Context: an optimization exercise on an open-source flow, tuned for small area, a short achievable clock period and few clock cycles per item. The choices shown serve that exercise and are no tape-out recipe. Power and IR drop assume default switching activity.

Setup of onyx:
Design conway_top, start of the top module:
module conway_top (
  input  logic       clk,
  input  logic       boot_reset,
  input  logic       rx_valid,
  input  logic [7:0] rx_data,
  output logic       rx_ready,
  output logic       tx_valid,
  output logic [7:0] tx_data,
  input  logic       tx_ready
);
clock: 10.0 ns
lec_check: 0
cap_margin: 20
core_margin: 2
core_utilization: 75
cts_buf_list: sky130_fd_sc_hd__clkbuf_8
cts_cluster_diameter: 50
cts_cluster_size: 20
place_density: 0.88
slew_margin: 20
standard.sh (not shown) runs the stock make flow with config.mk's settings and CLKGATE_MAP_FILE= SYNTH_SCRIPT=/design/flow/synth_recipe.tcl, a recipe that flattens the netlist after the stock synthesis.
==> flow/flow/run.sh <==
#!/bin/bash
# The standard ORFS layout (the standard.sh, unchanged synthesis and steps),
# with one change: the port buffers that global placement inserts on every input
# and output are buf_4 cells instead of the flow's default choice.
# The full make/tool output goes to standard.log in the work folder.
set -euo pipefail
bash standard.sh finish "BUFFER_PORTS_ARGS=-buffer_cell sky130_fd_sc_hd__buf_4" > standard.log 2>&1
onyx | stages: all done | timing, DRC, antenna: all pass
Modified inputs, sierra compared to onyx
-- flow/config.mk --
<<< onyx, line 10
export CORE_UTILIZATION = 75
>>> sierra, line 10
export CORE_UTILIZATION = 60
<<< onyx, line 14
export PLACE_DENSITY = 0.88
>>> sierra, line 14
export PLACE_DENSITY = 0.75
--- outcome ---
Power share of the combinational group of onyx is on par with sierra.
Diff onyx -> sierra | met2 layer usage reported by global route | decrease of 20 points
Looking at onyx and sierra, the net count after synthesis is a wash.
Total wire length, sierra vs onyx: down by more than a quarter
For critical path required time, sierra and onyx come out practically identical.
No run of this note included a check of the RTL's function; only the layout flow was run.

* * *

conway_top, a different RTL version from the one above (not shown whole).
Size in the first run: roughly 1000 cells after synthesis, about 0.016 mm2 of cells after synthesis.
==> flow/config.mk <==
export PLATFORM = sky130hd
export DESIGN_NAME = conway_top
export DESIGN_NICKNAME = conway_top
export VERILOG_FILES = /design/flow/design.v
export SDC_FILE = /design/flow/constraint.sdc
export NUM_CORES = 4
export LEC_CHECK = 0
export CAP_MARGIN = 20
export CORE_MARGIN = 2
export CORE_UTILIZATION = 70
export CTS_CLUSTER_DIAMETER = 60
export CTS_CLUSTER_SIZE = 32
export PLACE_DENSITY = 0.85
export SLEW_MARGIN = 20
==> flow/constraint.sdc <==
create_clock -name core_clock -period 10.0 [get_ports {clk}]
set_input_delay 2.0000 -clock core_clock [delete_from_list [all_inputs] [get_ports {clk}]]
set_output_delay 2.0000 -clock core_clock [all_outputs]
set_load 0.01 [all_outputs]
run.sh (not shown) runs the stock make flow with config.mk's settings and CLKGATE_MAP_FILE= SYNTH_SCRIPT=/design/flow/synth_recipe.tcl, a recipe that flattens the netlist after the stock synthesis.
Stock flow here: none of the scripts above is used.
The starting point completed with no timing, DRC or antenna violations.
Then changed:
==> flow/flow/run.sh (new file) <==
#!/bin/bash
# The standard ORFS layout (the standard.sh, unchanged synthesis and steps),
# with one change: the port buffers that global placement inserts on every input
# and output are buf_4 cells instead of the flow's default choice.
# The full make/tool output goes to standard.log in the work folder.
set -euo pipefail
bash standard.sh finish "BUFFER_PORTS_ARGS=-buffer_cell sky130_fd_sc_hd__buf_4" > standard.log 2>&1
==> flow/standard.sh (new file) <==
#!/bin/bash
# synth_recipe.tcl (not shown) runs the flow's synth.tcl, then flattens the netlist and writes it again
# the make line also repeats each setting of config.mk as NAME=value (left out here)
make -C /OpenROAD-flow-scripts/flow DESIGN_CONFIG=/design/flow/config.mk WORK_HOME=/design/flow/orfs CLKGATE_MAP_FILE= SYNTH_SCRIPT=/design/flow/synth_recipe.tcl "${@:-finish}"
- CORE_UTILIZATION: 70 -> 60
- CTS_CLUSTER_DIAMETER: 60 -> 50
- CTS_CLUSTER_SIZE: 32 -> 24
- PLACE_DENSITY: 0.85 -> 0.75
removed: flow/run.sh
Global-route usage fell by 5.8 points.
Final area went up by 1.4%.
Worst setup slack gains 0.90 ns.
Via count goes down by 2.4%.
Clock-buffer cell count rises by 12.
Synthesized cell count is unchanged.
Then changed:
==> flow/run.sh (new file) <==
#!/bin/bash
# synth_recipe.tcl (not shown) runs the flow's synth.tcl, then flattens the netlist and writes it again
# the make line also repeats each setting of config.mk as NAME=value (left out here)
make -C /OpenROAD-flow-scripts/flow DESIGN_CONFIG=/design/flow/config.mk WORK_HOME=/design/flow/orfs CLKGATE_MAP_FILE= SYNTH_SCRIPT=/design/flow/synth_recipe.tcl finish
removed: flow/flow/run.sh
removed: flow/standard.sh
After rerunning:
- maximum frequency falls by 16%
- total power climbs by 2.7%
- synthesized cell count does not change
- via count goes up by 0.49%
- clock-buffer cell count is unchanged
- register-to-register slack degrades by 0.08 ns
- sequential share of layout area decreases by 0.82 points
- global-route usage grows by 0.32 points
- setup slack is worse by 0.58 ns
- sequential power hardly moves
Function was not checked in any run of this note: the RTL went through the layout flow alone.

-- afterwards: timing with drivers on the ports --
Ports are ideal in the flow. The routed layouts listed here were re-timed in OpenROAD. Step 1 (the two cells are an assumption about what drives the block):
set clk [get_ports {clk}]
set_driving_cell -lib_cell sky130_fd_sc_hd__clkbuf_16 $clk
set_driving_cell -lib_cell sky130_fd_sc_hd__buf_2 [delete_from_list [all_inputs] $clk]
Step 2 adds t to the input delays and takes it off the output delays; t is the mean of the earliest and latest rising clock arrival at the registers after step 1. Input paths then give back, and output paths get back, about the clock's delay inside the block. a / b / c = ideal / step 1 / step 2; a / b = the first two.
run | t (ns) | slack for setup (ns) | hold slack, ns | worst register clock-pin slew, ns
onyx | 0.616 | 6.705 / 6.717 / 6.101 | 0.326 / 0.326 / 0.326 | 0.12 / 0.12
sierra | 0.613 | 6.675 / 6.692 / 6.078 | 0.316 / 0.316 / 0.316 | 0.11 / 0.11
the first run of note 2 | 0.618 | 6.029 / 6.053 / 5.435 | 0.325 / 0.325 / 0.325 | 0.11 / 0.11
the second run of note 2 | 0.566 | 6.924 / 6.879 / 6.385 | 0.315 / 0.315 / 0.315 | 0.09 / 0.09
the third run of note 2 | 0.585 | 6.340 / 6.365 / 5.780 | 0.320 / 0.320 / 0.320 | 0.09 / 0.09
After both steps setup and hold are still met in every run listed. For onyx, which loses most, drivers alone change the setup slack by +0.012 ns; drivers and shift together by -0.604 ns.
